Context: an optimization exercise on an open-source flow, tuned for small area. The choices shown serve that exercise and are no tape-out recipe.
In this exercise RTL edits were held to simulation tests only and were not proved equivalent to the original.
Power figures rest on the tool's default switching activity, not on a simulated workload.

==> flow/run.sh <==
#!/bin/bash
# synth_recipe.tcl (not shown) runs the flow's synth.tcl, then flattens the netlist and writes it again
# the make line also repeats each setting of config.mk as NAME=value (left out here)
make -C /OpenROAD-flow-scripts/flow DESIGN_CONFIG=/design/flow/config.mk WORK_HOME=/design/flow/orfs CLKGATE_MAP_FILE= SYNTH_SCRIPT=/design/flow/synth_recipe.tcl finish
==> flow/design.v <==
package stream_pkg;
	localparam int unsigned WORD_W = 32;     
	localparam int unsigned CHAN_W = 8;      
	localparam int unsigned SEQ_W  = 16;     
	typedef logic [WORD_W-1:0] word_t;       
	typedef logic [CHAN_W-1:0] chan_id_t;    
	typedef logic [SEQ_W-1:0]  seq_t;        
	localparam logic [7:0] FRAME_TAG = 8'hA5;   
	typedef struct packed
	{
		logic [7:0] tag;     
		chan_id_t   chan;    
		seq_t       seq;     
	} frame_hdr_t;
	typedef union packed
	{
		word_t      raw;     
		frame_hdr_t hdr;     
	} out_word_u;
endpackage
module aoi222 (
	input  logic a0, s0, a1, s1, a2, s2,
	output logic y
);
	assign y = ~((a0 & s0) | (a1 & s1) | (a2 & s2));
endmodule
module word_sel (
	input  logic [2047:0]     words,    
	input  logic [63:0]       s,        
	input  stream_pkg::word_t crc_out,
	input  logic              s_crc,
	input  logic              hdr_chan,
	input  stream_pkg::seq_t  hdr_seq,
	input  logic              s_hdr,
	output stream_pkg::word_t y
);
	stream_pkg::word_t hdr;
	assign hdr = {stream_pkg::FRAME_TAG, 7'd0, hdr_chan, hdr_seq};
	for (genvar b = 0; b < 32; b++)
	begin : g_bit
		logic [20:0] n;      
		for (genvar k = 0; k < 21; k++)
		begin : g_aoi
			aoi222 u_aoi (
				.a0 (words[32*(3*k)   + b]), .s0 (s[3*k]),
				.a1 (words[32*(3*k+1) + b]), .s1 (s[3*k+1]),
				.a2 (words[32*(3*k+2) + b]), .s2 (s[3*k+2]),
				.y  (n[k])
			);
		end
		assign y[b] = ~(&n) | (words[32*63 + b] & s[63]) | (crc_out[b] & s_crc) |
			(hdr[b] & s_hdr);
	end
endmodule
package crc_pkg;
	localparam int unsigned CRC_W = 32;       
	typedef logic [CRC_W-1:0] crc_t;          
	localparam crc_t CRC_POLY   = 32'h04C11DB7;   
	localparam crc_t CRC_INIT   = 32'hFFFFFFFF;   
	localparam crc_t CRC_XOROUT = 32'hFFFFFFFF;   
	function automatic crc_t crc_word(input crc_t crc, input stream_pkg::word_t data);
		crc_t c;
		c = crc;
		for (int i = stream_pkg::WORD_W - 1; i >= 0; i = i - 1)
		begin
			if (c[CRC_W-1] ^ data[i])
				c = {c[CRC_W-2:0], 1'b0} ^ CRC_POLY;   
			else
				c = {c[CRC_W-2:0], 1'b0};              
		end
		crc_word = c;
	endfunction
endpackage
module crc_f (
	input  logic [31:0] x,
	output logic [31:0] y
);
	logic t32, t33, t34, t35, t36, t37, t38, t39, t40, t41, t42, t43, t44, t45, t46, t47;
	logic t48, t49, t50, t51, t52, t53, t54, t55, t56, t57, t58, t59, t60, t61, t62, t63;
	logic t64, t65, t66, t67, t68, t69, t70, t71, t72, t73, t74, t75, t76, t77, t78, t79;
	logic t80, t81, t82, t83, t84, t85, t86, t87, t88, t89, t90, t91, t92, t93, t94, t95;
	logic t96, t97, t98, t99, t100, t101, s0, s1, s2, s3, s4, s5, s6, s7, s8, s9;
	logic s10, s11, s12, s13, s14, s15, s16, s17, s18, s19, s20, s21, s22, s23, s24, s25;
	logic s26, s27, s28, s29, s30, s31, s32, s33, s34, s35, s36, s37, s38, s39, s40, s41;
	logic s42, s43, s44, s45, s46, s47, s48, s49, s50, s51, s52, s53, s54, s55, s56, s57;
	logic s58, s59, s60, s61, s62, s63, s64, s65, s66, s67, s68, s69, s70, s71, s72, s73;
	logic s74, s75, s76, s77, s78, s79, s80, s81, s82, s83, s84, s85, s86, s87, s88, s89;
	logic s90, s91, s92, s93, s94, s95, s96, s97, s98, s99, s100, s101;
	crc_xor2 u0 (.a(x[24]), .b(x[29]), .y(t32));
	crc_xor2 u1 (.a(x[9]), .b(x[31]), .y(t33));
	crc_xor2 u2 (.a(x[10]), .b(x[28]), .y(t34));
	crc_xor2 u3 (.a(x[27]), .b(t33), .y(t35));
	crc_xor2 u4 (.a(x[8]), .b(x[30]), .y(t36));
	crc_xor2 u5 (.a(x[22]), .b(x[25]), .y(t37));
	crc_xor2 u6 (.a(x[3]), .b(x[19]), .y(t38));
	crc_xor2 u7 (.a(x[6]), .b(x[20]), .y(t39));
	crc_xor2 u8 (.a(x[5]), .b(x[21]), .y(t40));
	crc_xor2 u9 (.a(x[7]), .b(x[14]), .y(t41));
	crc_xor2 u10 (.a(x[2]), .b(x[18]), .y(t42));
	crc_xor2 u11 (.a(x[1]), .b(x[13]), .y(t43));
	crc_xor2 u12 (.a(x[0]), .b(x[16]), .y(t44));
	crc_xor2 u13 (.a(x[23]), .b(x[26]), .y(t45));
	crc_xor2 u14 (.a(x[4]), .b(x[12]), .y(t46));
	crc_xor2 u15 (.a(x[15]), .b(x[17]), .y(t47));
	crc_xor2 u16 (.a(x[11]), .b(t32), .y(t48));
	crc_xor2 u17 (.a(x[26]), .b(t44), .y(t49));
	crc_xor2 u18 (.a(x[4]), .b(t45), .y(t50));
	crc_xor2 u19 (.a(x[20]), .b(x[27]), .y(t51));
	crc_xor2 u20 (.a(x[6]), .b(t43), .y(t52));
	crc_xor2 u21 (.a(t37), .b(t39), .y(t53));
	crc_xor2 u22 (.a(x[0]), .b(t46), .y(t54));
	crc_xor2 u23 (.a(t38), .b(t42), .y(t55));
	crc_xor2 u24 (.a(t34), .b(t41), .y(t56));
	crc_xor2 u25 (.a(t36), .b(t40), .y(t57));
	crc_xor2 u26 (.a(x[3]), .b(x[7]), .y(t58));
	crc_xor2 u27 (.a(t35), .b(t47), .y(t59));
	crc_xor2 u28 (.a(x[15]), .b(t58), .y(t60));
	crc_xor2 u29 (.a(x[9]), .b(t46), .y(t61));
	crc_xor2 u30 (.a(x[16]), .b(t51), .y(t62));
	crc_xor2 u31 (.a(x[25]), .b(t36), .y(t63));
	crc_xor2 u32 (.a(t33), .b(t49), .y(t64));
	crc_xor2 u33 (.a(x[2]), .b(x[29]), .y(t65));
	crc_xor2 u34 (.a(x[5]), .b(t35), .y(t66));
	crc_xor2 u35 (.a(x[24]), .b(t52), .y(t67));
	crc_xor2 u36 (.a(x[21]), .b(t45), .y(t68));
	crc_xor2 u37 (.a(x[8]), .b(x[11]), .y(t69));
	crc_xor2 u38 (.a(t32), .b(t34), .y(t70));
	crc_xor2 u39 (.a(x[31]), .b(t55), .y(t71));
	crc_xor2 u40 (.a(x[1]), .b(x[25]), .y(t72));
	crc_xor2 u41 (.a(x[22]), .b(t32), .y(t73));
	crc_xor2 u42 (.a(t48), .b(t63), .y(t74));
	crc_xor2 u43 (.a(x[1]), .b(x[17]), .y(t75));
	crc_xor2 u44 (.a(x[17]), .b(t73), .y(t76));
	crc_xor2 u45 (.a(x[22]), .b(t69), .y(t77));
	crc_xor2 u46 (.a(x[14]), .b(x[28]), .y(t78));
	crc_xor2 u47 (.a(x[23]), .b(t66), .y(t79));
	crc_xor2 u48 (.a(x[0]), .b(t38), .y(t80));
	crc_xor2 u49 (.a(t59), .b(t72), .y(t81));
	crc_xor2 u50 (.a(x[30]), .b(t42), .y(t82));
	crc_xor2 u51 (.a(t37), .b(t60), .y(t83));
	crc_xor2 u52 (.a(t38), .b(t65), .y(t84));
	crc_xor2 u53 (.a(x[13]), .b(x[26]), .y(t85));
	crc_xor2 u54 (.a(x[18]), .b(x[24]), .y(t86));
	crc_xor2 u55 (.a(x[2]), .b(x[24]), .y(t87));
	crc_xor2 u56 (.a(x[12]), .b(t44), .y(t88));
	crc_xor2 u57 (.a(t53), .b(t57), .y(t89));
	crc_xor2 u58 (.a(x[8]), .b(t83), .y(t90));
	crc_xor2 u59 (.a(t76), .b(t85), .y(t91));
	crc_xor2 u60 (.a(x[31]), .b(t34), .y(t92));
	crc_xor2 u61 (.a(x[14]), .b(x[18]), .y(t93));
	crc_xor2 u62 (.a(x[15]), .b(t74), .y(t94));
	crc_xor2 u63 (.a(t40), .b(t70), .y(t95));
	crc_xor2 u64 (.a(x[6]), .b(t68), .y(t96));
	crc_xor2 u65 (.a(t39), .b(t43), .y(t97));
	crc_xor2 u66 (.a(x[28]), .b(x[29]), .y(t98));
	crc_xor2 u67 (.a(x[17]), .b(t67), .y(t99));
	crc_xor2 u68 (.a(x[19]), .b(t48), .y(t100));
	crc_xor2 u69 (.a(x[27]), .b(x[28]), .y(t101));
	crc_xor2 u70 (.a(x[12]), .b(x[25]), .y(s0));
	crc_xor2 u71 (.a(x[30]), .b(x[6]), .y(s1));
	crc_xor2 u72 (.a(s0), .b(s1), .y(s2));
	crc_xor2 u73 (.a(s2), .b(t70), .y(s3));
	crc_xor2 u74 (.a(s3), .b(t64), .y(y[0]));
	crc_xor2 u75 (.a(x[11]), .b(x[7]), .y(s4));
	crc_xor2 u76 (.a(x[9]), .b(s4), .y(s5));
	crc_xor2 u77 (.a(t101), .b(s5), .y(s6));
	crc_xor2 u78 (.a(t88), .b(s6), .y(s7));
	crc_xor2 u79 (.a(s7), .b(t99), .y(y[1]));
	crc_xor2 u80 (.a(t36), .b(t41), .y(s8));
	crc_xor2 u81 (.a(t42), .b(s8), .y(s9));
	crc_xor2 u82 (.a(s9), .b(t64), .y(s10));
	crc_xor2 u83 (.a(s10), .b(t99), .y(y[2]));
	crc_xor2 u84 (.a(x[10]), .b(x[8]), .y(s11));
	crc_xor2 u85 (.a(s11), .b(t41), .y(s12));
	crc_xor2 u86 (.a(s12), .b(t55), .y(s13));
	crc_xor2 u87 (.a(s13), .b(t81), .y(y[3]));
	crc_xor2 u88 (.a(t39), .b(t54), .y(s14));
	crc_xor2 u89 (.a(s14), .b(t71), .y(s15));
	crc_xor2 u90 (.a(s15), .b(t94), .y(y[4]));
	crc_xor2 u91 (.a(x[4]), .b(x[7]), .y(s16));
	crc_xor2 u92 (.a(s16), .b(t80), .y(s17));
	crc_xor2 u93 (.a(t97), .b(s17), .y(s18));
	crc_xor2 u94 (.a(t95), .b(s18), .y(y[5]));
	crc_xor2 u95 (.a(x[11]), .b(x[1]), .y(s19));
	crc_xor2 u96 (.a(x[4]), .b(s19), .y(s20));
	crc_xor2 u97 (.a(t41), .b(t65), .y(s21));
	crc_xor2 u98 (.a(s20), .b(s21), .y(s22));
	crc_xor2 u99 (.a(s22), .b(t89), .y(y[6]));
	crc_xor2 u100 (.a(x[23]), .b(x[2]), .y(s23));
	crc_xor2 u101 (.a(s23), .b(t44), .y(s24));
	crc_xor2 u102 (.a(s24), .b(t95), .y(s25));
	crc_xor2 u103 (.a(s25), .b(t90), .y(y[7]));
	crc_xor2 u104 (.a(x[23]), .b(x[3]), .y(s26));
	crc_xor2 u105 (.a(s26), .b(t75), .y(s27));
	crc_xor2 u106 (.a(s27), .b(t54), .y(s28));
	crc_xor2 u107 (.a(t77), .b(t92), .y(s29));
	crc_xor2 u108 (.a(s28), .b(s29), .y(y[8]));
	crc_xor2 u109 (.a(x[23]), .b(x[5]), .y(s30));
	crc_xor2 u110 (.a(s30), .b(t42), .y(s31));
	crc_xor2 u111 (.a(t43), .b(s31), .y(s32));
	crc_xor2 u112 (.a(t48), .b(t61), .y(s33));
	crc_xor2 u113 (.a(s32), .b(s33), .y(y[9]));
	crc_xor2 u114 (.a(x[13]), .b(x[5]), .y(s34));
	crc_xor2 u115 (.a(s34), .b(t78), .y(s35));
	crc_xor2 u116 (.a(s35), .b(t84), .y(s36));
	crc_xor2 u117 (.a(s36), .b(t64), .y(y[10]));
	crc_xor2 u118 (.a(x[20]), .b(x[24]), .y(s37));
	crc_xor2 u119 (.a(x[3]), .b(s37), .y(s38));
	crc_xor2 u120 (.a(t46), .b(t78), .y(s39));
	crc_xor2 u121 (.a(s38), .b(s39), .y(s40));
	crc_xor2 u122 (.a(t49), .b(s40), .y(s41));
	crc_xor2 u123 (.a(s41), .b(t81), .y(y[11]));
	crc_xor2 u124 (.a(t40), .b(t54), .y(s42));
	crc_xor2 u125 (.a(t82), .b(s42), .y(s43));
	crc_xor2 u126 (.a(t59), .b(t67), .y(s44));
	crc_xor2 u127 (.a(s43), .b(s44), .y(y[12]));
	crc_xor2 u128 (.a(x[16]), .b(x[5]), .y(s45));
	crc_xor2 u129 (.a(s45), .b(t37), .y(s46));
	crc_xor2 u130 (.a(s46), .b(t52), .y(s47));
	crc_xor2 u131 (.a(t56), .b(s47), .y(s48));
	crc_xor2 u132 (.a(t71), .b(s48), .y(y[13]));
	crc_xor2 u133 (.a(t39), .b(t41), .y(s49));
	crc_xor2 u134 (.a(t47), .b(t69), .y(s50));
	crc_xor2 u135 (.a(s49), .b(s50), .y(s51));
	crc_xor2 u136 (.a(t50), .b(t84), .y(s52));
	crc_xor2 u137 (.a(s51), .b(s52), .y(y[14]));
	crc_xor2 u138 (.a(t86), .b(t57), .y(s53));
	crc_xor2 u139 (.a(t60), .b(t61), .y(s54));
	crc_xor2 u140 (.a(t62), .b(s53), .y(s55));
	crc_xor2 u141 (.a(s54), .b(s55), .y(y[15]));
	crc_xor2 u142 (.a(x[19]), .b(t54), .y(s56));
	crc_xor2 u143 (.a(t57), .b(s56), .y(s57));
	crc_xor2 u144 (.a(s57), .b(t91), .y(y[16]));
	crc_xor2 u145 (.a(x[30]), .b(t43), .y(s58));
	crc_xor2 u146 (.a(t93), .b(s58), .y(s59));
	crc_xor2 u147 (.a(t53), .b(s59), .y(s60));
	crc_xor2 u148 (.a(s60), .b(t79), .y(y[17]));
	crc_xor2 u149 (.a(x[15]), .b(x[19]), .y(s61));
	crc_xor2 u150 (.a(x[31]), .b(s61), .y(s62));
	crc_xor2 u151 (.a(t87), .b(s62), .y(s63));
	crc_xor2 u152 (.a(t56), .b(s63), .y(s64));
	crc_xor2 u153 (.a(t96), .b(s64), .y(y[18]));
	crc_xor2 u154 (.a(t48), .b(t62), .y(s65));
	crc_xor2 u155 (.a(s65), .b(t90), .y(y[19]));
	crc_xor2 u156 (.a(x[16]), .b(x[17]), .y(s66));
	crc_xor2 u157 (.a(x[28]), .b(s66), .y(s67));
	crc_xor2 u158 (.a(s67), .b(t61), .y(s68));
	crc_xor2 u159 (.a(t63), .b(t68), .y(s69));
	crc_xor2 u160 (.a(s68), .b(s69), .y(y[20]));
	crc_xor2 u161 (.a(x[10]), .b(x[18]), .y(s70));
	crc_xor2 u162 (.a(s70), .b(t66), .y(s71));
	crc_xor2 u163 (.a(s71), .b(t91), .y(y[21]));
	crc_xor2 u164 (.a(t45), .b(t93), .y(s72));
	crc_xor2 u165 (.a(s72), .b(t35), .y(s73));
	crc_xor2 u166 (.a(t88), .b(s73), .y(s74));
	crc_xor2 u167 (.a(t100), .b(s74), .y(y[22]));
	crc_xor2 u168 (.a(x[19]), .b(x[29]), .y(s75));
	crc_xor2 u169 (.a(s75), .b(t49), .y(s76));
	crc_xor2 u170 (.a(t97), .b(s76), .y(s77));
	crc_xor2 u171 (.a(t59), .b(s77), .y(y[23]));
	crc_xor2 u172 (.a(x[21]), .b(t75), .y(s78));
	crc_xor2 u173 (.a(s78), .b(t56), .y(s79));
	crc_xor2 u174 (.a(t62), .b(t82), .y(s80));
	crc_xor2 u175 (.a(s79), .b(s80), .y(y[24]));
	crc_xor2 u176 (.a(x[21]), .b(t47), .y(s81));
	crc_xor2 u177 (.a(t98), .b(s81), .y(s82));
	crc_xor2 u178 (.a(t77), .b(s82), .y(s83));
	crc_xor2 u179 (.a(t71), .b(s83), .y(y[25]));
	crc_xor2 u180 (.a(t86), .b(t50), .y(s84));
	crc_xor2 u181 (.a(t53), .b(t80), .y(s85));
	crc_xor2 u182 (.a(t92), .b(s84), .y(s86));
	crc_xor2 u183 (.a(s85), .b(s86), .y(y[26]));
	crc_xor2 u184 (.a(x[7]), .b(t40), .y(s87));
	crc_xor2 u185 (.a(t51), .b(t72), .y(s88));
	crc_xor2 u186 (.a(s87), .b(s88), .y(s89));
	crc_xor2 u187 (.a(t50), .b(s89), .y(s90));
	crc_xor2 u188 (.a(t100), .b(s90), .y(y[27]));
	crc_xor2 u189 (.a(x[12]), .b(x[26]), .y(s91));
	crc_xor2 u190 (.a(s91), .b(t101), .y(s92));
	crc_xor2 u191 (.a(t87), .b(s92), .y(s93));
	crc_xor2 u192 (.a(s93), .b(t89), .y(y[28]));
	crc_xor2 u193 (.a(x[13]), .b(t37), .y(s94));
	crc_xor2 u194 (.a(t58), .b(t98), .y(s95));
	crc_xor2 u195 (.a(s94), .b(s95), .y(s96));
	crc_xor2 u196 (.a(t35), .b(s96), .y(s97));
	crc_xor2 u197 (.a(t96), .b(s97), .y(y[29]));
	crc_xor2 u198 (.a(x[27]), .b(t36), .y(s98));
	crc_xor2 u199 (.a(s98), .b(t50), .y(s99));
	crc_xor2 u200 (.a(t56), .b(t73), .y(s100));
	crc_xor2 u201 (.a(s100), .b(s99), .y(y[30]));
	crc_xor2 u202 (.a(x[28]), .b(t79), .y(s101));
	crc_xor2 u203 (.a(t94), .b(s101), .y(y[31]));
endmodule
module crc_xor2 (
	input  logic a, b,
	output logic y
);
	assign y = a ^ b;
endmodule
`timescale 1ns/1ps
module channel_block (
	input  logic              clk_125,
	input  logic              rst_crc,
	input  stream_pkg::word_t wr_data,
	input  logic              wr,
	output logic              ovf,
	output logic              block_avail,   
	output logic [1:0]        rd_blk,        
	input  logic [2:0]        rd_off,        
	input  logic              rd_all,        
	input  logic              block_done,    
	output logic [1023:0]     words          
);
	stream_pkg::word_t buf_mem [32];
	logic [5:0] wr_ptr;       
	logic [2:0] done_cnt;     
	logic [2:0] rd_hi;        
	logic       full;
	logic       store;
	assign rd_hi       = done_cnt + {2'b0, rd_all};
	assign full        = (wr_ptr[2:0] == rd_off) && (wr_ptr[5:3] - rd_hi == 3'd4);
	assign store       = wr && !full;
	assign block_avail = wr_ptr[5:3] != done_cnt;
	assign rd_blk      = done_cnt[1:0];
	always_ff @(posedge clk_125)
	begin
		if (store)
			buf_mem[wr_ptr[4:0]] <= wr_data;
	end
	always_ff @(posedge clk_125)
	begin
		if (rst_crc)
		begin
			wr_ptr   <= '0;
			done_cnt <= '0;
			ovf      <= 1'b0;
		end
		else
		begin
			if (store)
				wr_ptr <= wr_ptr + 1'b1;
			if (block_done)
				done_cnt <= done_cnt + 1'b1;
			if (wr && full)
				ovf <= 1'b1;
		end
	end
	always_comb
		for (int i = 0; i < 32; i++)
			words[32*i +: 32] = buf_mem[i];
endmodule
`timescale 1ns/1ps
module frame_combiner (
	input  logic              clk_125,
	input  logic              rst_crc,
	input  logic              time_clr,
	input  logic              credit_return,
	input  logic              ch0_block_avail,
	input  logic [1:0]        ch0_rd_blk,
	input  logic [1023:0]     ch0_words,
	output logic [2:0]        ch0_rd_off,
	output logic              ch0_rd_all,
	output logic              ch0_block_done,
	input  logic              ch1_block_avail,
	input  logic [1:0]        ch1_rd_blk,
	input  logic [1023:0]     ch1_words,
	output logic [2:0]        ch1_rd_off,
	output logic              ch1_rd_all,
	output logic              ch1_block_done,
	output stream_pkg::word_t out_data,
	output logic              out_valid,
	output logic              out_sop,
	output logic              out_eop
);
	localparam logic [3:0] PH_CRC  = 4'd8;
	localparam logic [3:0] PH_IDLE = 4'd12;
	localparam logic [3:0] PH_HDR  = 4'd15;
	logic [3:0]       ph;
	logic             sel;        
	logic             pay;        
	logic             in_crc;
	logic             in_hdr;
	stream_pkg::seq_t seq0, seq1, seq;
	logic [2:0]       credits;
	crc_pkg::crc_t    crc;
	stream_pkg::word_t pay_data;
	assign pay    = !ph[3];
	assign in_crc = ph == PH_CRC;
	assign in_hdr = ph == PH_HDR;
	assign out_valid = (ph != PH_IDLE) && (credits != 3'd0);
	assign out_sop   = out_valid && in_hdr;
	assign out_eop   = out_valid && in_crc;
	always_ff @(posedge clk_125)
	begin
		if (rst_crc)
		begin
			ph  <= PH_IDLE;
			sel <= 1'b1;              
		end
		else if (ph == PH_IDLE)
		begin
			if (ch0_block_avail || ch1_block_avail)
			begin
				sel <= (ch0_block_avail && ch1_block_avail) ? ~sel : ch1_block_avail;
				ph  <= PH_HDR;
			end
		end
		else if (out_valid)
			ph <= in_crc ? PH_IDLE : ph + 1'b1;
	end
	always_ff @(posedge clk_125)
	begin
		if (rst_crc || time_clr)
		begin
			seq0 <= '0;
			seq1 <= '0;
		end
		else if (out_sop)
		begin
			if (sel)
				seq1 <= seq1 + 1'b1;
			else
				seq0 <= seq0 + 1'b1;
		end
	end
	always_ff @(posedge clk_125)
	begin
		if (rst_crc)
			credits <= 3'd4;
		else if (out_valid && !credit_return)
			credits <= credits - 1'b1;
		else if (!out_valid && credit_return)
			credits <= credits + 1'b1;
	end
	logic [63:0] s_word;
	logic [5:0]  rd_idx;
	assign rd_idx = {sel, sel ? ch1_rd_blk : ch0_rd_blk, ph[2:0]};
	always_comb
	begin
		s_word = '0;
		s_word[rd_idx] = pay;
	end
	word_sel u_sel (
		.words    ({ch1_words, ch0_words}),
		.s        (s_word),
		.crc_out  (crc ^ crc_pkg::CRC_XOROUT),
		.s_crc    (in_crc),
		.hdr_chan (sel),
		.hdr_seq  (seq),
		.s_hdr    (in_hdr),
		.y        (out_data)
	);
	assign pay_data = out_data;
	crc_pkg::crc_t crc_x, crc_nxt;
	assign crc_x = ((ph[2:0] == 3'd0) ? crc_pkg::CRC_INIT : crc) ^ pay_data;
	crc_f u_crc (
		.x (crc_x),
		.y (crc_nxt)
	);
	always_ff @(posedge clk_125)
	begin
		if (out_valid && pay)
			crc <= crc_nxt;
	end
	assign ch0_rd_off     = (pay && !sel) ? ph[2:0] : 3'd0;
	assign ch1_rd_off     = (pay &&  sel) ? ph[2:0] : 3'd0;
	assign ch0_rd_all     = in_crc && !sel;
	assign ch1_rd_all     = in_crc &&  sel;
	assign ch0_block_done = out_eop && !sel;
	assign ch1_block_done = out_eop &&  sel;
	assign seq = sel ? seq1 : seq0;
endmodule
`timescale 1ns/1ps
module block_stream_top (
	input  logic              clk_125,
	input  logic              rst_crc,
	input  stream_pkg::word_t in0_data,
	input  logic              in0_wr,
	input  stream_pkg::word_t in1_data,
	input  logic              in1_wr,
	input  logic              time_clr,
	input  logic              credit_return,
	output stream_pkg::word_t out_data,
	output logic              out_valid,
	output logic              out_sop,
	output logic              out_eop,
	output logic              ovf0,
	output logic              ovf1
);
	logic              ch0_block_avail, ch1_block_avail;
	logic [1:0]        ch0_rd_blk, ch1_rd_blk;
	logic [2:0]        ch0_rd_off, ch1_rd_off;
	logic              ch0_rd_all, ch1_rd_all;
	logic              ch0_block_done, ch1_block_done;
	logic [1023:0]     ch0_words, ch1_words;
	channel_block u_ch0 (
		.clk_125     (clk_125),
		.rst_crc     (rst_crc),
		.wr_data     (in0_data),
		.wr          (in0_wr),
		.ovf         (ovf0),
		.block_avail (ch0_block_avail),
		.rd_blk      (ch0_rd_blk),
		.rd_off      (ch0_rd_off),
		.rd_all      (ch0_rd_all),
		.block_done  (ch0_block_done),
		.words       (ch0_words)
	);
	channel_block u_ch1 (
		.clk_125     (clk_125),
		.rst_crc     (rst_crc),
		.wr_data     (in1_data),
		.wr          (in1_wr),
		.ovf         (ovf1),
		.block_avail (ch1_block_avail),
		.rd_blk      (ch1_rd_blk),
		.rd_off      (ch1_rd_off),
		.rd_all      (ch1_rd_all),
		.block_done  (ch1_block_done),
		.words       (ch1_words)
	);
	frame_combiner u_comb (
		.clk_125         (clk_125),
		.rst_crc         (rst_crc),
		.time_clr        (time_clr),
		.credit_return   (credit_return),
		.ch0_block_avail (ch0_block_avail),
		.ch0_rd_blk      (ch0_rd_blk),
		.ch0_words       (ch0_words),
		.ch0_rd_off      (ch0_rd_off),
		.ch0_rd_all      (ch0_rd_all),
		.ch0_block_done  (ch0_block_done),
		.ch1_block_avail (ch1_block_avail),
		.ch1_rd_blk      (ch1_rd_blk),
		.ch1_words       (ch1_words),
		.ch1_rd_off      (ch1_rd_off),
		.ch1_rd_all      (ch1_rd_all),
		.ch1_block_done  (ch1_block_done),
		.out_data        (out_data),
		.out_valid       (out_valid),
		.out_sop         (out_sop),
		.out_eop         (out_eop)
	);
endmodule
==> flow/config.mk <==
export PLATFORM = sky130hd
export DESIGN_NAME = block_stream_top
export DESIGN_NICKNAME = block_stream_top
export VERILOG_FILES = /design/flow/design.v
export SDC_FILE = /design/flow/constraint.sdc
export NUM_CORES = 4
export LEC_CHECK = 0
export CAP_MARGIN = 20
export CORE_MARGIN = 2
export CORE_UTILIZATION = 65
export CTS_BUF_LIST = sky130_fd_sc_hd__clkbuf_8
export CTS_CLUSTER_DIAMETER = 60
export CTS_CLUSTER_SIZE = 16
export SLEW_MARGIN = 20
export SYNTH_HIERARCHICAL = 1
==> flow/constraint.sdc <==
create_clock -name core_clock -period 6.5 [get_ports {clk_125}]
set_input_delay 1.3000 -clock core_clock [delete_from_list [all_inputs] [get_ports {clk_125}]]
set_output_delay 1.3000 -clock core_clock [all_outputs]
set_load 0.01 [all_outputs]
==> run_results.csv, run 1 <==
group,metric,value,unit
status,status,"complete, no violations",
floorplanning,die_h,351.2,um
pwr,pwr-share-clk,28.2,%
route,vias_per_cell,7.285,
cts,insertion_delay,0.93,ns
route,drc,0,
sta,drv_slew,0,
synth,ys_seq_elements,2140,
sta,setup_viol,0,
synth,syn_area_per_cell,19.26,um2
route,wl_per_cell,34.58,um
worst_setup_path,worst-r2r-cell-count,20,
worst_setup_path,cp.depth,10,
final_layout,drive_gt1_share,16.16,%
worst_setup_path,reg2reg_slack,0.63,ns
synth,synth_edf_count,2080,
worst_hold_path,min_from,"u_ch1.ovf$_SDFFE_PP0P_",
worst_setup_path,endpoint_kind,"primary output",
worst_setup_path,slowest_stage,"clkdlybuf4s50_1",
synth,synth_top_flop_cell,"edfxtp_1",
placed_design,dpl_cell_area,84200,um2
sta,period_share,98.41,%
cts,cts_buffers,158,
final_layout,final_common_cell,"edfxtp_1",
worst_hold_path,hp-class,"flip-flop to flip-flop",
sta,final_hold_viol_count,0,
sta,layout_min_cycle_time,6.397,ns
cts,cts_sinks,2140,
synth,yosysUniqueCellTypes,64,
cts,cts_tree,"done",
final_layout,syn_to_final_growth,11.38,%
synth,async_reset_ff_share,0,%
floorplanning,die_area,123300,um2
pwr,powerDensity,268.3,nW/um2
sta,relSlewSlack,24.91,%
worst_setup_path,start_kind,"flip-flop",
pwr,p_int,18.24,mW
placed_design,hpwl,141.4,mm
sta,grt_setup_unrepaired,"false",
floorplanning,coreArea,119800,um2
cts,cts-root-buf,"clkbuf_8",
floorplanning,fp-row-count,127,
synth,synth_cells,4067,
cts,clockBufferDepth,3,
global_routing,grt_max_degree,46,
worst_setup_path,worstPathCellList,"mux2i_2 > xor2_4 > nand3_1 > nor2_4 > buf_4 > a222oi_1 > nand4_1 > nor2_1 > nand3_1 > clkdlybuf4s50_1",
synth,synth_area,78340,um2
sta,setup_tns,0,ns
worst_hold_path,whs_endpoint,"u_ch1.ovf$_SDFFE_PP0P_",
worst_setup_path,reg2reg_to,"u_comb.crc[1]$_DFFE_PP_",
route,totalWireLength,216.4,mm
route,drtIter0Drc,8731,
worst_setup_path,cp_max_fo,21,
synth,syn_nets,4162,
cts,cts-htree-levels,4,
worst_setup_path,cp.arrival,5.10,ns
pwr,vdd_ir_drop_max,241.2,uV
worst_hold_path,holdPathStages,2,
sta,tightest_slew,1.126,ns
final_layout,final_area,87250,um2
route,vias,45590,
cts,path_clk_slew,0.10,ns
sta,skew,0.03649,ns
worst_setup_path,cp_top_family,"simple AND/OR/NAND/NOR gates",
pwr,switching_share,22.07,%
sta,max_clock_freq,0.1563,GHz
final_layout,final_cell_mix,"2080 x edfxtp_1, 672 x a222oi_1, 281 x buf_4",
pwr,p_sw,5.167,mW
global_routing,grt_pass1_vias,42730,
worst_setup_path,worst-path-buf-inv,2,
worst_setup_path,slowest_delay,0.72,ns
route,ant_nets,0,
worst_setup_path,critPathKind,"flip-flop to primary output",
worst_setup_path,critical_path_required,5.20,ns
global_routing,track_usage,35.11,%
floorplanning,die_width,351.2,um
route,drtPass1Iterations,13,
pwr,combPwrFrac,6.3,%
global_routing,grt_overflow,0,
placed_design,routabilityCongestion,0.9854,
floorplanning,initial_utilization,65.38,%
cts,holdBufCountCts,0,
floorplanning,ioPinCount,107,
flow_run,maxCapViolations,0,
synth,seq_area_frac_synth,81.26,%
pwr,power_frac_seq,65.5,%
final_layout,nNetsFinal,4684,
worst_setup_path,crit_top_cell,"nand3_1",
global_routing,grt_pass1_wl,305.9,mm
synth,yosysWarnings,8,
pwr,cellLeakagePower,27.57,nW
worst_setup_path,rr_startpoint,"u_comb.ph[0]$_SDFFE_PP0P_",
global_routing,antenna_found_initial,6,
placed_design,io_buffers,106,
[through the flow]
step / power (mW) / worst slack (ns) / hold WS [ns] / util (%) / instances
floorplan: 16.33 / 0.05226 / 0.4484 / - / 4067
global placement: 17.04 / 0.3332 / 0.4471 / 70.26 / 6030
detailed placement: 17.07 / 0.2776 / 0.4621 / 70.28 / 6031
CTS: 23.44 / 0.02812 / 0.4843 / 72.72 / 6246
global route: 24.02 / 0.01064 / 0.5297 / 72.82 / 6256
finish: 23.41 / 0.1033 / 0.4862 / 72.83 / 6259
[power groups by stage]
stage | Sequential (mW) | Combinational, mW | Clock [mW]
6_report | 15.3 | 1.48 | 6.60
5_1_grt | 15.3 | 1.57 | 7.11
4_1_cts | 15.3 | 1.45 | 6.66
3_5_place_dp | 15.6 | 1.42 | 0
3_3_place_gp | 15.6 | 1.40 | 0
2_1_floorplan | 15.6 | 0.713 | 0
[flip-flops by register name (all words and copies together) (netlist names)]
| register | flops |
|---|---|
| u_ch1.buf_mem | 1024 |
| u_comb.seq1 | 16 |
| u_ch0.wr_ptr | 6 |
| u_ch0.done_cnt | 3 |
| u_comb.crc | 32 |
| u_comb.seq0 | 16 |
| u_ch0.buf_mem | 1024 |
| u_comb.sel | 1 |
| u_ch1.done_cnt | 3 |
| u_comb.credits | 3 |
| u_comb.ph | 4 |
| u_ch1.ovf | 1 |
| u_ch1.wr_ptr | 6 |
| u_ch0.ovf | 1 |
[layer usage]
metal	wire, um	up-vias	track usage, %	share of wire, %
met5	41	-	0	0.019
met4	6435	6	11.08	3.0
met3	26030	324	7.361	12
met2	101700	3016	54.21	47
met1	82200	23400	51.17	38
li1	-	18850	-	-
[cell usage after synthesis (all sizes together) (16+ instances only)]
library cell	count	share of area (%)
nand2	61	0.29
mux2	21	0.30
nand3	79	0.50
buf	20	0.18
a21oi	44	0.28
ha	20	0.32
nand4	162	1.3
xnor2	56	0.63
inv	63	0.30
dfxtp	60	1.5
nor2	245	1.2
clkbuf	32	0.15
or3	16	0.13
a22oi	17	0.16
o21ai	22	0.14
edfxtp	2080	80
nor3	48	0.31
xor2	211	2.4
a222oi	672	8.6
[Yosys stat by module, one instance, submodules excluded, a selection]
module | area (um2) | flops+latches | cells | times used
crc_xor2 | 8.758 | 0 | 1 | 204
channel_block | 31720 | 1034 | 1155 | 2
frame_combiner | 4358 | 72 | 536 | 1
word_sel | 2034 | 0 | 345 | 1
aoi222 | 10.01 | 0 | 1 | 672
[worst min-delay path: stages (launching register included)]
cell     delay, ns
dfxtp_1       0.35
a31oi_1       0.04
nor2_1        0.07
[worst max-delay path by stage]
stage	startpoint	endpoint	slack (ns)
finish	u_ch1.done_cnt[0]$_SDFFE_PP0P_	out_data[30]	0.10
global route	u_ch1.done_cnt[0]$_SDFFE_PP0P_	out_data[30]	0.01
CTS	u_comb.ph[1]$_SDFFE_PP0P_	out_data[15]	0.03
detailed placement	u_comb.ph[0]$_SDFFE_PP0P_	u_comb.crc[2]$_DFFE_PP_	0.28
global placement	u_comb.ph[0]$_SDFFE_PP0P_	u_comb.crc[11]$_DFFE_PP_	0.33
floorplan	u_comb.ph[0]$_SDFFE_PP0P_	u_comb.crc[31]$_DFFE_PP_	0.05
[kinds of logic after synthesis]
logic type,Yosys count,share of synthesized area (%)
mux,29,0.4041
flops,2140,81.26
buf+inv,116,0.6404
fa+ha+maj,25,0.4472
compound gates,812,9.870
simple gates,676,4.331
xor+xnor,269,3.043
[timing repair]
action,CTS,global route
pin swaps,24,27
gates resized for setup,62,31
setup buffers,3,4
endpoints found under the setup margin,32,26
[cell type report]
type,count,area (um2)
sequential,2140,63660
fill,7456,32560
multi-input combinational,1811,15200
timing repair buffer,414,3476
clock buffer,161,2216
tap,1612,2017
clock inverter,51,422.9
inverter,64,240.2
antenna,6,15.01
==> run 2: changes to the inputs <==
==> flow/flow/run.sh (new file) <==
#!/bin/bash
# Standard ORFS layout with two changes: ports are buffered with buf_2
# instead of the default delay-cell buffer, and clock tree synthesis adds
# no dummy loads. Each tool's output goes to a log file in this folder;
# ORFS also keeps its per-step logs under orfs/logs/.
set -euo pipefail
export BUFFER_PORTS_ARGS="-buffer_cell sky130_fd_sc_hd__buf_2"
export CTS_ARGS="-sink_clustering_enable -repair_clock_nets -dont_use_dummy_load -sink_clustering_size 16 -sink_clustering_max_diameter 60 -buf_list sky130_fd_sc_hd__clkbuf_8"
bash standard.sh finish > standard_flow.log 2>&1
==> flow/standard.sh (new file) <==
#!/bin/bash
# synth_recipe.tcl (not shown) runs the flow's synth.tcl, then flattens the netlist and writes it again
# the make line also repeats each setting of config.mk as NAME=value (left out here)
make -C /OpenROAD-flow-scripts/flow DESIGN_CONFIG=/design/flow/config.mk WORK_HOME=/design/flow/orfs CLKGATE_MAP_FILE= SYNTH_SCRIPT=/design/flow/synth_recipe.tcl "${@:-finish}"
removed: flow/run.sh
==> run_results.csv, run 2 <==
group,metric,value,unit
placed_design,io_buffers,106,
cts,cts_buffers,157,
sta,max_clock_freq,0.1564,GHz
pwr,p_sw,4.872,mW
worst_setup_path,start_kind,"flip-flop",
floorplanning,ioPinCount,107,
placed_design,hpwl,142.0,mm
placed_design,routabilityCongestion,0.9968,
route,totalWireLength,216.3,mm
final_layout,final_cell_mix,"2080 x edfxtp_1, 672 x a222oi_1, 253 x buf_4",
route,vias_per_cell,7.324,
worst_setup_path,cp_max_fo,24,
synth,yosysWarnings,8,
route,drtIter0Drc,8915,
cts,cts_sinks,2140,
synth,yosysMostFrequentCell,"edfxtp_1",
floorplanning,initial_utilization,65.38,%
pwr,combPwrFrac,6.0,%
worst_setup_path,crit_top_cell,"buf_4",
synth,synth_area,78340,um2
global_routing,grt_overflow,0,
worst_setup_path,worstPathCellList,"mux2i_1 > xor2_1 > buf_4 > nand3_1 > nor2_2 > buf_4 > a222oi_1 > nand4_1 > nor3_1 > buf_4 > nand3_1 > buf_2",
final_layout,final_core_util,71.69,%
final_layout,nNetsFinal,4645,
placed_design,placed_cells,6000,
worst_setup_path,slowest_delay,0.67,ns
status,status,"complete, no violations",
synth,yosysUniqueCellTypes,64,
synth,syn_nets,4162,
sta,relSlewSlack,21.58,%
route,drc,0,
pwr,power.total,22.75,mW
worst_setup_path,slowest_stage,"a222oi_1",
cts,clockBufferDepth,3,
route,ant_nets,0,
pwr,p_int,17.87,mW
pwr,pwr-share-clk,26.6,%
floorplanning,die_width,351.2,um
worst_hold_path,hp-class,"flip-flop to flip-flop",
floorplanning,die_area,123300,um2
sta,setup_tns,0,ns
synth,synth_top_flop_cell,"edfxtp_1",
pwr,powerDensity,264.8,nW/um2
floorplanning,coreArea,119800,um2
cts,insertion_delay,0.91,ns
floorplanning,die_h,351.2,um
cts,path_clk_slew,0.08,ns
worst_setup_path,critPathKind,"flip-flop to primary output",
global_routing,antenna_found_initial,8,
flow_run,maxCapViolations,0,
final_layout,fin_cells,6166,
placed_design,pre_cts_slack,0.2474,ns
pwr,switching_share,21.42,%
global_routing,grt_max_degree,46,
synth,async_reset_ff_share,0,%
sta,setup_viol,0,
sta,grt_setup_unrepaired,"false",
cts,cts-root-buf,"clkbuf_8",
synth,yosys-top-cells-area,"edfxtp_1 80%, a222oi_1 8.6%, xor2_1 2.4%",
global_routing,grt_pass1_vias,42070,
worst_setup_path,cp_top_family,"simple AND/OR/NAND/NOR gates",
worst_setup_path,endpoint_kind,"primary output",
cts,cts_tree,"done",
synth,ys_top_cells_by_count,"2080 x edfxtp_1, 672 x a222oi_1, 245 x nor2_1",
cts,cts_setup_buffers,0,
global_routing,track_usage,35.17,%
sta,final_hold_viol_count,0,
worst_setup_path,cp.arrival,5.09,ns
pwr,vdd_ir_drop_max,295.4,uV
worst_setup_path,worst-path-buf-inv,4,
sta,period_share,98.34,%
synth,yosysTopAreaCellShare,79.73,%
synth,synth_top_cell_by_area,"edfxtp_1",
pwr,power_frac_seq,67.4,%
route,wl_per_cell,35.08,um
route,drtPass1Iterations,11,
route,vias,45160,
synth,synth_cells,4067,
final_layout,final_common_cell,"edfxtp_1",
cts,cts-htree-levels,4,
sta,layout_min_cycle_time,6.392,ns
synth,synth_edf_count,2080,
floorplanning,fp-row-count,127,
worst_setup_path,critical_path_required,5.20,ns
sta,skew,0.06537,ns
sta,worst_slack,0.1081,ns
final_layout,syn_to_final_growth,9.644,%
synth,syn_area_per_cell,19.26,um2
synth,seq_area_frac_synth,81.26,%
global_routing,grt_pass1_wl,304.8,mm
sta,tightest_slew,1.175,ns
pwr,cellLeakagePower,27.05,nW
synth,ys_seq_elements,2140,
sta,drv_slew,0,
final_layout,drive_gt1_share,16.07,%
## run 2: cell count changes in the layout (fill, tap and decap cells not counted), moves of 5 or more
| cell | before | now |
|---|---|---|
| nand3_1 | 67 | 79 |
| inv_6 | 7 | 0 |
| buf_2 | 30 | 106 |
| buf_4 | 281 | 253 |
| clkinv_1 | 5 | 0 |
| clkdlybuf4s50_1 | 68 | 0 |
| inv_1 | 80 | 63 |
| nor3_1 | 28 | 34 |
| buf_6 | 8 | 1 |
| clkinvlp_4 | 10 | 1 |
| nand3_2 | 12 | 0 |
| nor3_4 | 9 | 2 |
## run 2: final timing paths
| check | start | depth (start not counted) | end | slack [ns] |
|---|---|---|---|---|
| hold reg to reg | u_ch0.ovf$_SDFFE_PP0P_ | 2 | u_ch0.ovf$_SDFFE_PP0P_ | 0.47 |
| setup / recovery | u_ch1.done_cnt[0]$_SDFFE_PP0P_ | 12 | out_data[26] | 0.11 |
| setup reg to reg | u_ch1.done_cnt[0]$_SDFFE_PP0P_ | 17 | u_comb.crc[31]$_DFFE_PP_ | 0.32 |
| hold / removal | u_ch0.ovf$_SDFFE_PP0P_ | 2 | u_ch0.ovf$_SDFFE_PP0P_ | 0.47 |
## run 2: timing repair
action / in CTS / in global routing
pin swaps: 1 / 1
resized for setup: 15 / 17
hold endpoints to repair: 0 / 0
endpoints found under the setup margin: 22 / 34
hold buffers: 0 / 0
## run 2: final cells by class
type / instances / area, um2
Antenna cell: 6 / 15.01
Multi-Input combinational cell: 1811 / 15030
Sequential cell: 2140 / 63660
Tap cell: 1612 / 2017
Timing Repair Buffer: 376 / 2761
Inverter: 64 / 244.0
Clock buffer: 157 / 2161
Fill cell: 7517 / 33920
## run 2: metal layers
metal	share of wire [%]	track usage [%]	vias to the layer above
met1	37	50.31	23060
met4	3.0	10.11	6
li1	-	-	18720
met3	12	7.112	342
met2	48	55.90	3030
met5	0.016	0	-
## run 2: kinds of logic after synthesis
| group | share of synthesized area (%) |
|---|---|
| AOI/OAI and AO/OA | 9.870 |
| xor gates and xnor gates | 3.043 |
| adders and majority gates | 0.4472 |
| buffers and inverters | 0.6404 |
| DFF | 81.26 |
| muxes | 0.4041 |
| and+or+nand+nor | 4.331 |
## run 2: per-module statistics from Yosys, one instance, submodules excluded, excerpt
module          cells inside  flops+latches  times used
crc_xor2                   1              0         204
aoi222                     1              0         672
channel_block           1155           1034           2
frame_combiner           536             72           1
word_sel                 345              0           1
## run 2: power by group through the flow
| stage | combinational [mW] | clock, mW | sequential [mW] |
|---|---|---|---|
| 2_1_floorplan | 0.713 | 0 | 15.6 |
| 3_3_place_gp | 1.31 | 0 | 15.6 |
| 3_5_place_dp | 1.33 | 0 | 15.6 |
| 4_1_cts | 1.33 | 6.15 | 15.3 |
| 5_1_grt | 1.45 | 6.58 | 15.3 |
| 6_report | 1.36 | 6.06 | 15.3 |
## run 2: worst min-delay path, cell delays in order, from the launching register on
cell,delay [ns]
dfxtp_1,0.33
a31oi_1,0.04
nor2_1,0.07
## run 2: per-stage QoR
| step | instance area, um2 | hold WS (ns) |
|---|---|---|
| 6_report | 85890 | 0.4689 |
| 5_1_grt | 85880 | 0.5196 |
| 4_1_cts | 85740 | 0.4787 |
| 3_5_place_dp | 83510 | 0.4602 |
| 3_3_place_gp | 83500 | 0.4510 |
| 2_1_floorplan | 78340 | 0.4484 |
==> run 3: changes to the inputs <==
==> flow/flow/run.sh (replaced) <==
#!/bin/bash
# Standard ORFS layout with two changes: ports are buffered with buf_2
# instead of the default delay-cell buffer, and clock tree synthesis adds
# no dummy loads. Global routing downsizes gates off the critical paths
# (RECOVER_POWER). Each tool's output goes to a log file in this folder;
# ORFS also keeps its per-step logs under orfs/logs/.
set -euo pipefail
export BUFFER_PORTS_ARGS="-buffer_cell sky130_fd_sc_hd__buf_2"
export RECOVER_POWER=100
export CTS_ARGS="-sink_clustering_enable -repair_clock_nets -dont_use_dummy_load -sink_clustering_size 16 -sink_clustering_max_diameter 60 -buf_list sky130_fd_sc_hd__clkbuf_8"
bash standard.sh finish > standard_flow.log 2>&1
==> run_results.csv, run 3 <==
group,metric,value,unit
sta,drv_slew,1658,
global_routing,track_usage,35.17,%
synth,seq_area_frac_synth,81.26,%
global_routing,grt_max_degree,46,
worst_setup_path,slowest_delay,0.70,ns
worst_hold_path,holdPathStages,2,
global_routing,grt_pass1_wl,304.8,mm
sta,final_hold_viol_count,0,
synth,synth_cells,4067,
sta,grt_setup_unrepaired,"false",
synth,synth_area,78340,um2
worst_setup_path,rr_startpoint,"u_comb.ph[0]$_SDFFE_PP0P_",
floorplanning,die_h,351.2,um
final_layout,nNetsFinal,4645,
sta,skew,0.06538,ns
cts,cts_setup_buffers,0,
floorplanning,die_area,123300,um2
final_layout,final_common_cell,"edfxtp_1",
cts,cts_buffers,157,
synth,synth_top_cell_by_area,"edfxtp_1",
worst_setup_path,critPathKind,"flip-flop to primary output",
placed_design,placed_cells,6000,
synth,synth_top_flop_cell,"edfxtp_1",
sta,relSlewSlack,-58.93,%
synth,yosysTopAreaCellShare,79.73,%
placed_design,hpwl,142.0,mm
worst_setup_path,reg2reg_to,"u_ch0.buf_mem[3][30]$_DFFE_PP_",
pwr,vdd_ir_drop_max,295.7,uV
flow_run,maxCapViolations,56,
pwr,cellLeakagePower,26.75,nW
cts,cts_tree,"done",
cts,cts_sinks,2140,
final_layout,drive_gt1_share,14.01,%
global_routing,grt_overflow,0,
floorplanning,ioPinCount,107,
cts,insertion_delay,0.91,ns
synth,yosysWarnings,8,
route,drtPass1Iterations,13,
synth,ys_seq_elements,2140,
route,drtIter0Drc,8980,
cts,path_clk_slew,0.08,ns
global_routing,antenna_found_initial,8,
synth,yosysUniqueCellTypes,64,
sta,setup_tns,0,ns
synth,synth_edf_count,2080,
route,totalWireLength,216.2,mm
worst_setup_path,endpoint_kind,"primary output",
synth,ys_top_cells_by_count,"2080 x edfxtp_1, 672 x a222oi_1, 245 x nor2_1",
route,vias_per_cell,7.316,
worst_hold_path,whs_endpoint,"u_ch0.ovf$_SDFFE_PP0P_",
worst_setup_path,slowest_stage,"a222oi_1",
sta,period_share,99.06,%
worst_setup_path,worst-r2r-cell-count,16,
synth,syn_nets,4162,
cts,cts-root-buf,"clkbuf_8",
sta,layout_min_cycle_time,6.439,ns
worst_setup_path,cp_top_family,"simple AND/OR/NAND/NOR gates",
final_layout,fin_cells,6164,
placed_design,dpl_cell_area,83510,um2
pwr,power.total,22.74,mW
cts,cts-htree-levels,4,
pwr,powerDensity,265.9,nW/um2
sta,max_clock_freq,0.1553,GHz
cts,clockBufferDepth,3,
final_layout,syn_to_final_growth,9.172,%
route,ant_nets,0,
placed_design,io_buffers,106,
status,status,"complete, but fails checks",
worst_setup_path,crit_top_cell,"buf_4",
route,drc,0,
sta,worst_slack,0.06085,ns
synth,async_reset_ff_share,0,%
cts,holdBufCountCts,0,
placed_design,pre_cts_slack,0.2474,ns
floorplanning,initial_utilization,65.38,%
floorplanning,coreArea,119800,um2
sta,setup_viol,0,
route,vias,45100,
floorplanning,die_width,351.2,um
worst_setup_path,critical_path_required,5.20,ns
worst_setup_path,worstPathCellList,"mux2i_1 > xor2_1 > buf_4 > nand3_1 > nor2_2 > buf_4 > a222oi_1 > nand4_1 > nor3_1 > buf_4 > nand3_1 > buf_2",
placed_design,routabilityCongestion,0.9968,
status,so_faults,"capacitance limit, slew limit",
floorplanning,fp-row-count,127,
sta,tightest_slew,2.384,ns
synth,syn_area_per_cell,19.26,um2
route,wl_per_cell,35.07,um
worst_hold_path,hp-class,"flip-flop to flip-flop",
worst_setup_path,reg2reg_slack,0.27,ns
final_layout,final_cell_mix,"2080 x edfxtp_1, 672 x a222oi_1, 211 x xor2_1",
worst_setup_path,worst-path-buf-inv,4,
worst_setup_path,cp.arrival,5.14,ns
synth,yosys-top-cells-area,"edfxtp_1 80%, a222oi_1 8.6%, xor2_1 2.4%",
final_layout,final_area,85520,um2
worst_hold_path,min_from,"u_ch0.ovf$_SDFFE_PP0P_",
worst_setup_path,cp_max_fo,24,
global_routing,grt_pass1_vias,42070,
worst_setup_path,start_kind,"flip-flop",
synth,yosysMostFrequentCell,"edfxtp_1",
run 3: cell counts after synthesis:
Identical to the previous run, type by type.
run 3: modules after synthesis (local to each module, per instance), excerpt:
module,copies in the design,flops+latches
channel_block,2,1034
crc_xor2,204,0
aoi222,672,0
word_sel,1,0
frame_combiner,1,72
run 3: metrics by stage:
| step | util [%] | hold slack, ns |
|---|---|---|
| detailed placement | 69.70 | 0.4602 |
| floorplan | - | 0.4484 |
| global route | 71.38 | 0.5196 |
| CTS | 71.56 | 0.4787 |
| global placement | 69.69 | 0.4510 |
| finish | 71.38 | 0.4740 |
run 3: how the worst max path moves through the flow:
stage	startpoint	cells after the start	slack, ns	endpoint
floorplan	u_comb.ph[0]$_SDFFE_PP0P_	16	0.05	u_comb.crc[31]$_DFFE_PP_
finish	u_ch1.done_cnt[0]$_SDFFE_PP0P_	12	0.06	out_data[26]
global placement	u_comb.ph[0]$_SDFFE_PP0P_	19	0.28	u_comb.crc[4]$_DFFE_PP_
CTS	u_comb.ph[0]$_SDFFE_PP0P_	12	-0.06	out_data[20]
global route	u_comb.ph[1]$_SDFFE_PP0P_	13	0.03	out_data[20]
detailed placement	u_comb.ph[0]$_SDFFE_PP0P_	18	0.25	u_comb.crc[6]$_DFFE_PP_
run 3: repair_timing:
item,in CTS,in global routing
setup endpoints to repair,22,34
pin swaps,1,1
resized for setup,15,17
run 3: worst reg2reg max path, delay by kind of cell, from the launching register on:
family,cells,cell delay [ns]
AND/OR/NAND/NOR,6,1.30
XOR/XNOR,1,0.24
buffers and inverters,4,0.86
adder cells (fa/ha/maj),4,1.39
flip-flops,1,0.38
AO/OA/AOI/OAI,1,1.54
run 3: logic make-up after synthesis:
family	share of synthesized area [%]
flops	81.26
simple gates	4.331
compound gates	9.870
mux	0.4041
fa+ha+maj	0.4472
buf+inv	0.6404
xor+xnor	3.043
run 3: cell type report:
type	instances	area, um2
sequential	2140	63660
clock buffer	157	2161
multi-input combinational	1811	14960
inverter	64	244.0
fill	7618	34290
timing repair buffer	376	2472
tap	1612	2017
antenna	4	10.01
run 3: metal layers:
layer	global-route usage [%]	wire length (um)	part of all wire, %	vias up
met5	0	35	0.016	-
met4	10.11	6514	3.0	6
met3	7.112	25640	12	329
met2	55.90	103600	48	2953
met1	50.31	80400	37	23090
li1	-	-	-	18720
run 3: power by group:
part           leakage [nW]  total [mW]  internal, mW  switching, mW
Clock                  1.13        6.06          2.17           3.89
Combinational          6.40        1.34         0.417          0.922
Sequential             19.2        15.3          15.3         0.0524
Total                  26.8        22.7          17.9           4.87
==> run 4: changes to the inputs <==
--- a/flow/design.v
+++ b/flow/design.v
@@ -53,4 +53,10 @@
 	end
 endmodule
+module sel_nor2 (
+	input  logic a, b,
+	output logic y
+);
+	assign y = ~(a | b);
+endmodule
 package crc_pkg;
 	localparam int unsigned CRC_W = 32;       
@@ -378,4 +384,6 @@
 	logic [3:0]       ph;
 	logic             sel;        
+	logic             pick;       
+	logic [1:0]       blk;        
 	logic             pay;        
 	logic             in_crc;
@@ -386,4 +394,5 @@
 	stream_pkg::word_t pay_data;
 	assign pay    = !ph[3];
+	assign pick   = (ch0_block_avail && ch1_block_avail) ? ~sel : ch1_block_avail;
 	assign in_crc = ph == PH_CRC;
 	assign in_hdr = ph == PH_HDR;
@@ -402,5 +411,6 @@
 			if (ch0_block_avail || ch1_block_avail)
 			begin
-				sel <= (ch0_block_avail && ch1_block_avail) ? ~sel : ch1_block_avail;
+				sel <= pick;
+				blk <= pick ? ch1_rd_blk : ch0_rd_blk;
 				ph  <= PH_HDR;
 			end
@@ -434,10 +444,18 @@
 	end
 	logic [63:0] s_word;
-	logic [5:0]  rd_idx;
-	assign rd_idx = {sel, sel ? ch1_rd_blk : ch0_rd_blk, ph[2:0]};
+	logic [7:0]  hi_n, lo_n;
 	always_comb
-	begin
-		s_word = '0;
-		s_word[rd_idx] = pay;
+		for (int k = 0; k < 8; k++)
+		begin
+			hi_n[k] = !({sel, blk} == 3'(k));
+			lo_n[k] = !(pay && ph[2:0] == 3'(k));
+		end
+	for (genvar i = 0; i < 64; i++)
+	begin : g_sel
+		sel_nor2 u_nor (
+			.a (hi_n[i / 8]),
+			.b (lo_n[i % 8]),
+			.y (s_word[i])
+		);
 	end
 	word_sel u_sel (
==> flow/flow/run.sh (replaced) <==
#!/bin/bash
# Standard ORFS layout with two changes: ports are buffered with buf_2
# instead of the default delay-cell buffer, and clock tree synthesis adds
# no dummy loads. Each tool's output goes to a log file in this folder;
# ORFS also keeps its per-step logs under orfs/logs/.
set -euo pipefail
export BUFFER_PORTS_ARGS="-buffer_cell sky130_fd_sc_hd__buf_2"
export CTS_ARGS="-sink_clustering_enable -repair_clock_nets -dont_use_dummy_load -sink_clustering_size 16 -sink_clustering_max_diameter 60 -buf_list sky130_fd_sc_hd__clkbuf_8"
bash standard.sh finish > standard_flow.log 2>&1
==> run_results.csv, run 4 <==
group,metric,value,unit
sta,relSlewSlack,26.88,%
cts,path_clk_slew,0.09,ns
pwr,powerDensity,264.2,nW/um2
worst_hold_path,hp-class,"flip-flop to flip-flop",
route,drtIter0Drc,9041,
global_routing,grt_max_degree,45,
synth,synth_cells,4027,
floorplanning,initial_utilization,65.49,%
floorplanning,die_area,123500,um2
sta,setup_tns,0,ns
sta,tightest_slew,1.094,ns
synth,syn_nets,4125,
synth,yosys-top-cells-area,"edfxtp_1 80%, a222oi_1 8.6%, xor2_1 2.4%",
route,totalWireLength,215.8,mm
final_layout,final_core_util,71.24,%
synth,synth_top_flop_cell,"edfxtp_1",
final_layout,final_common_cell,"edfxtp_1",
synth,ys_seq_elements,2142,
global_routing,track_usage,35.15,%
sta,skew,0.08721,ns
floorplanning,ioPinCount,107,
synth,yosysWarnings,8,
pwr,vdd_ir_drop_max,240.2,uV
pwr,p_int,17.81,mW
final_layout,drive_gt1_share,15.31,%
sta,drv_slew,0,
worst_setup_path,cp_max_fo,18,
cts,cts-htree-levels,4,
pwr,combPwrFrac,4.7,%
cts,cts_buffers,162,
sta,max_clock_freq,0.1576,GHz
final_layout,nNetsFinal,4562,
route,vias,44990,
status,status,"complete, no violations",
floorplanning,die_width,351.4,um
synth,async_reset_ff_share,0,%
floorplanning,die_h,351.4,um
sta,final_hold_viol_count,0,
worst_setup_path,critical_path_required,5.20,ns
cts,cts_sinks,2142,
cts,cts_setup_buffers,0,
placed_design,io_buffers,106,
pwr,power_frac_seq,67.9,%
global_routing,grt_pass1_wl,305.6,mm
placed_design,pre_cts_slack,0.3704,ns
route,drc,0,
worst_setup_path,critPathKind,"flip-flop to primary output",
worst_setup_path,endpoint_kind,"primary output",
cts,clockBufferDepth,3,
flow_run,maxCapViolations,0,
pwr,switching_share,21.03,%
synth,syn_area_per_cell,19.48,um2
worst_setup_path,start_kind,"flip-flop",
final_layout,final_cell_mix,"2082 x edfxtp_1, 672 x a222oi_1, 212 x xor2_1",
global_routing,antenna_found_initial,5,
cts,cts_tree,"done",
global_routing,grt_pass1_vias,42560,
cts,cts-resized-gates,0,
floorplanning,coreArea,119800,um2
cts,holdBufCountCts,0,
synth,synth_top_cell_by_area,"edfxtp_1",
cts,insertion_delay,0.92,ns
synth,yosysUniqueCellTypes,67,
pwr,power.total,22.55,mW
synth,yosysTopAreaCellShare,79.68,%
placed_design,dpl_cell_area,83070,um2
synth,synth_edf_count,2082,
sta,setup_viol,0,
route,vias_per_cell,7.401,
sta,worst_slack,0.1556,ns
floorplanning,fp-row-count,127,
pwr,cellLeakagePower,26.79,nW
cts,cts-root-buf,"clkbuf_8",
synth,ys_top_cells_by_count,"2082 x edfxtp_1, 672 x a222oi_1, 242 x nor2_1",
placed_design,routabilityCongestion,0.9493,
route,ant_nets,0,
synth,seq_area_frac_synth,81.21,%
pwr,p_sw,4.742,mW
sta,period_share,97.61,%
placed_design,hpwl,140.4,mm
route,drtPass1Iterations,13,
global_routing,grt_overflow,0,
route,wl_per_cell,35.49,um
sta,grt_setup_unrepaired,"false",
final_layout,syn_to_final_growth,8.783,%
sta,layout_min_cycle_time,6.344,ns
synth,yosysMostFrequentCell,"edfxtp_1",
worst_setup_path,cp.arrival,5.04,ns
final_layout,final_area,85350,um2
pwr,pwr-share-clk,27.3,%
synth,synth_area,78460,um2
run 4: cell count changes after synthesis, moves of 4 or more:
cell      delta
o211ai_2     +8
nand3_1     -16
clkbuf_1    -11
o21ai_0      -9
nor3_1       -6
xnor2_2      +4
a21oi_1      -9
o211ai_1     -8
buf_6        +4
a21oi_2      +4
xnor2_1      -8
o311ai_1     +4
mux2_4       +4
run 4: final timing paths:
path                             startpoint                        to  slack [ns]  depth (start not counted)
hold reg to reg      u_ch0.ovf$_SDFFE_PP0P_    u_ch0.ovf$_SDFFE_PP0P_        0.48                          2
setup reg to reg  u_comb.ph[0]$_SDFFE_PP0P_  u_comb.crc[31]$_DFFE_PP_        0.21                         17
setup / recovery  u_comb.ph[1]$_SDFFE_PP0P_               out_data[6]        0.16                         10
hold / removal       u_ch0.ovf$_SDFFE_PP0P_    u_ch0.ovf$_SDFFE_PP0P_        0.48                          2
run 4: layout make-up:
| cell class | instances | area (um2) |
|---|---|---|
| Inverter | 60 | 225.2 |
| Multi-Input combinational cell | 1781 | 14960 |
| Fill cell | 7567 | 34460 |
| Clock buffer | 162 | 2230 |
| Timing Repair Buffer | 317 | 2190 |
| Antenna cell | 5 | 12.51 |
| Sequential cell | 2142 | 63720 |
| Tap cell | 1612 | 2017 |
run 4: kinds of logic after synthesis:
| group | share of synthesized area [%] |
|---|---|
| AND/OR/NAND/NOR | 4.277 |
| flip-flops | 81.21 |
| AO/OA/AOI/OAI | 9.842 |
| buffers and inverters | 0.6171 |
| XOR/XNOR | 3.116 |
| adder cells (fa/ha/maj) | 0.4944 |
| multiplexers | 0.4401 |
run 4: modules after synthesis (local to each module, per instance), excerpt:
module / cells / flip-flops and latches / area, um2
word_sel: 345 / 0 / 2034
channel_block: 1153 / 1034 / 31810
sel_nor2: 1 / 0 / 3.754
aoi222: 1 / 0 / 10.01
frame_combiner: 436 / 74 / 4053
crc_xor2: 1 / 0 / 8.758
run 4: layer usage:
metal	routed length, um	GRT usage, %
met5	9	0
met4	6909	11.14
met3	25810	6.582
met2	100800	54.35
met1	82210	51.69
run 4: power groups by stage:
stage | registers, mW | logic (mW) | clock network [mW]
global placement | 15.6 | 1.03 | 0
floorplan | 15.6 | 0.540 | 0
detailed placement | 15.6 | 1.04 | 0
CTS | 15.3 | 1.05 | 6.24
finish | 15.3 | 1.07 | 6.16
global route | 15.3 | 1.14 | 6.67
run 4: worst max-delay path, cell delays in order (launching register included):
cell,delay [ns]
dfxtp_1,0.43
inv_1,0.11
ha_1,0.23
nand2_1,0.70
nor2_2,0.39
buf_4,0.34
a222oi_1,0.30
nand4_1,0.24
nor3_1,0.66
nand4_1,0.46
buf_2,0.30
run 4: metrics by stage:
step / std cells / hold slack [ns]
2_1_floorplan: 4027 / 0.4484
3_3_place_gp: 5910 / 0.4501
3_5_place_dp: 5910 / 0.4575
4_1_cts: 6072 / 0.4803
5_1_grt: 6075 / 0.5165
6_report: 6079 / 0.4785
==> run 5: changes to the inputs <==
--- a/flow/config.mk
+++ b/flow/config.mk
@@ -8,5 +8,5 @@
 export CAP_MARGIN = 20
 export CORE_MARGIN = 2
-export CORE_UTILIZATION = 65
+export CORE_UTILIZATION = 75
 export CTS_BUF_LIST = sky130_fd_sc_hd__clkbuf_8
 export CTS_CLUSTER_DIAMETER = 60
==> run_results.csv, run 5 <==
group,metric,value,unit
worst_setup_path,worst-r2r-cell-count,15,
final_layout,nNetsFinal,4529,
sta,setup_tns,0,ns
synth,synth_mux_area_share,0.4401,%
global_routing,grt_max_degree,45,
synth,synth_compound_area_share,9.842,%
pwr,p_sw,4.688,mW
synth,seq_area_frac_synth,81.21,%
sta,drv_slew,0,
floorplanning,die_width,327.4,um
pwr,powerDensity,264.7,nW/um2
pwr,power.total,22.43,mW
sta,layout_min_cycle_time,6.367,ns
worst_hold_path,holdPathStages,2,
route,drtIter0Drc,9869,
final_layout,multi_input_area,14930,um2
synth,yosys-top-cells-area,"edfxtp_1 80%, a222oi_1 8.6%, xor2_1 2.4%",
pwr,combPwrFrac,4.7,%
cts,cts-htree-levels,4,
worst_setup_path,endpoint_kind,"primary output",
cts,cts-root-buf,"clkbuf_8",
floorplanning,fp-row-count,118,
placed_design,io_buffers,106,
cts,cts_sinks,2142,
sta,setup_viol,0,
placed_design,routabilityCongestion,0.9755,
worst_hold_path,min_from,"u_ch1.ovf$_SDFFE_PP0P_",
global_routing,track_usage,40.54,%
synth,yosysWarnings,8,
pwr,cellLeakagePower,26.61,nW
synth,synth_cells,4027,
pwr,switching_share,20.90,%
synth,synth_area,78460,um2
sta,tightest_slew,1.153,ns
cts,cts_buffers,158,
synth,syn_nets,4125,
synth,synth_simple_gate_area_share,4.277,%
floorplanning,initial_utilization,75.70,%
global_routing,grt_pass1_vias,44130,
worst_setup_path,critPathKind,"flip-flop to primary output",
route,ant_nets,0,
sta,skew,0.1018,ns
synth,yosys.area_share.xor_xnor,3.116,%
floorplanning,die_h,327.4,um
synth,yosysUniqueCellTypes,67,
global_routing,grt_overflow,0,
route,vias,46210,
synth,syn_area_per_cell,19.48,um2
status,status,"complete, no violations",
route,drc,0,
flow_run,maxCapViolations,0,
sta,whs,0.4595,ns
final_layout,final_common_cell,"edfxtp_1",
synth,yosysTopAreaCellShare,79.68,%
cts,path_clk_slew,0.09,ns
worst_setup_path,cp.arrival,5.07,ns
pwr,pwr-share-clk,27.0,%
cts,clockBufferDepth,3,
synth,ys_top_cells_by_count,"2082 x edfxtp_1, 672 x a222oi_1, 242 x nor2_1",
final_layout,seqCellArea,63720,um2
synth,synth_top_cell_by_area,"edfxtp_1",
synth,async_reset_ff_share,0,%
route,drtPass1Iterations,14,
global_routing,met1_usage,57.33,%
worst_setup_path,reg2reg_to,"u_comb.crc[2]$_DFFE_PP_",
worst_setup_path,cp_max_fo,30,
final_layout,fill_cells,5034,
cts,cts-resized-gates,0,
synth,synth_edf_count,2082,
synth,synth_top_family_by_area,"compound AO/OA/AOI/OAI gates",
global_routing,top_usage_layer,"met2",
run 5: cell counts after synthesis:
Identical to the previous run, type by type.
run 5: cell families (layout without fill, tap and decap cells):
logic type | Yosys count | in the layout
compound gates | 797 | 797
xor+xnor | 268 | 268
fa+ha+maj | 28 | 28
buf+inv | 104 | 506
flops | 2142 | 2142
mux | 30 | 30
other cells | 0 | 8
simple gates | 658 | 658
run 5: power groups by stage:
stage               clock [mW]  sequential, mW  combinational [mW]
floorplan                    0            15.6               0.540
global placement             0            15.6                1.01
detailed placement           0            15.6                1.03
CTS                       6.04            15.3                1.03
global route              6.50            15.3                1.12
finish                    6.05            15.3                1.06
run 5: critical path, cell delays in order, from the launching register on:
cell and delay, ns:
dfxtp_1 0.45, inv_1 0.13, ha_1 0.30, nand2_1 0.52, nor2_2 0.14, buf_4 0.30, a222oi_1 0.74, nand4_1 0.36
nor3_1 0.75, nand4_1 0.25, buf_2 0.24
run 5: modules after synthesis, one instance, submodules excluded, excerpt:
module	copies in the design	cells inside	flip-flops and latches	cell area, um2
channel_block	2	1153	1034	31810
frame_combiner	1	436	74	4053
word_sel	1	345	0	2034
aoi222	672	1	0	10.01
crc_xor2	204	1	0	8.758
sel_nor2	64	1	0	3.754
run 5: final cells by class:
type | instances | share of cell area (%)
Antenna cell | 8 | 0.02363
Tap cell | 1380 | 2.038
Clock buffer | 158 | 2.566
Multi-Input combinational cell | 1781 | 17.62
Timing Repair Buffer | 288 | 2.283
Inverter | 60 | 0.2658
Sequential cell | 2142 | 75.20
run 5: worst max path at each step:
| stage | start | slack (ns) | end | cells after the start |
|---|---|---|---|---|
| floorplan | u_comb.ph[0]$_SDFFE_PP0P_ | 1.17 | u_ch1.buf_mem[16][0]$_DFFE_PP_ | 16 |
| global placement | u_comb.ph[0]$_SDFFE_PP0P_ | 0.83 | u_comb.crc[6]$_DFFE_PP_ | 15 |
| detailed placement | u_comb.ph[0]$_SDFFE_PP0P_ | 0.70 | u_comb.crc[31]$_DFFE_PP_ | 15 |
| CTS | u_comb.ph[0]$_SDFFE_PP0P_ | 0.35 | out_data[6] | 10 |
| global route | u_comb.ph[0]$_SDFFE_PP0P_ | 0.15 | out_data[10] | 10 |
| finish | u_comb.ph[0]$_SDFFE_PP0P_ | 0.13 | out_data[6] | 10 |
run 5: per-stage QoR:
step,cell area (um2),worst slack [ns],utilization [%],cells
finish,84740,0.1334,81.76,5817
global route,84720,0.1460,81.74,5810
CTS,84700,0.3486,81.72,5808
detailed placement,82520,0.7031,79.62,5650
global placement,82460,0.8325,79.56,5647
floorplan,78460,1.171,-,4027
run 5: layer usage:
layer	vias to the layer above	part of all wire, %
met5	-	0.013
li1	18430	-
met1	22940	33
met3	491	16
met2	4351	48
met4	4	3.6

[afterwards: timing with drivers on the ports]
The flow's constraints put no driver on any port. The routed layouts listed below were extracted and timed again, unchanged, in two steps.
Step 1, drivers: a clkbuf_16 drives clk_125 and a buf_2 each remaining input, both assumed.
Step 2 also shifts input and output timing later by t, the mid clock arrival at the registers, as if the neighbouring blocks saw the same clock.
Three values: no drivers, after step 1, after step 2; two values: the first two.
run	t (ns)	setup slack, ns	slew violations
run 1	0.986	0.103 / 0.032 / 0.627	0 / 0
run 2	0.947	0.108 / 0.037 / 0.324	0 / 0
run 3	0.949	0.061 / -0.011 / 0.274	1658 / 1728
run 4	0.949	0.156 / 0.086 / 0.206	0 / 0
run 5	0.910	0.133 / 0.064 / 0.389	0 / 0
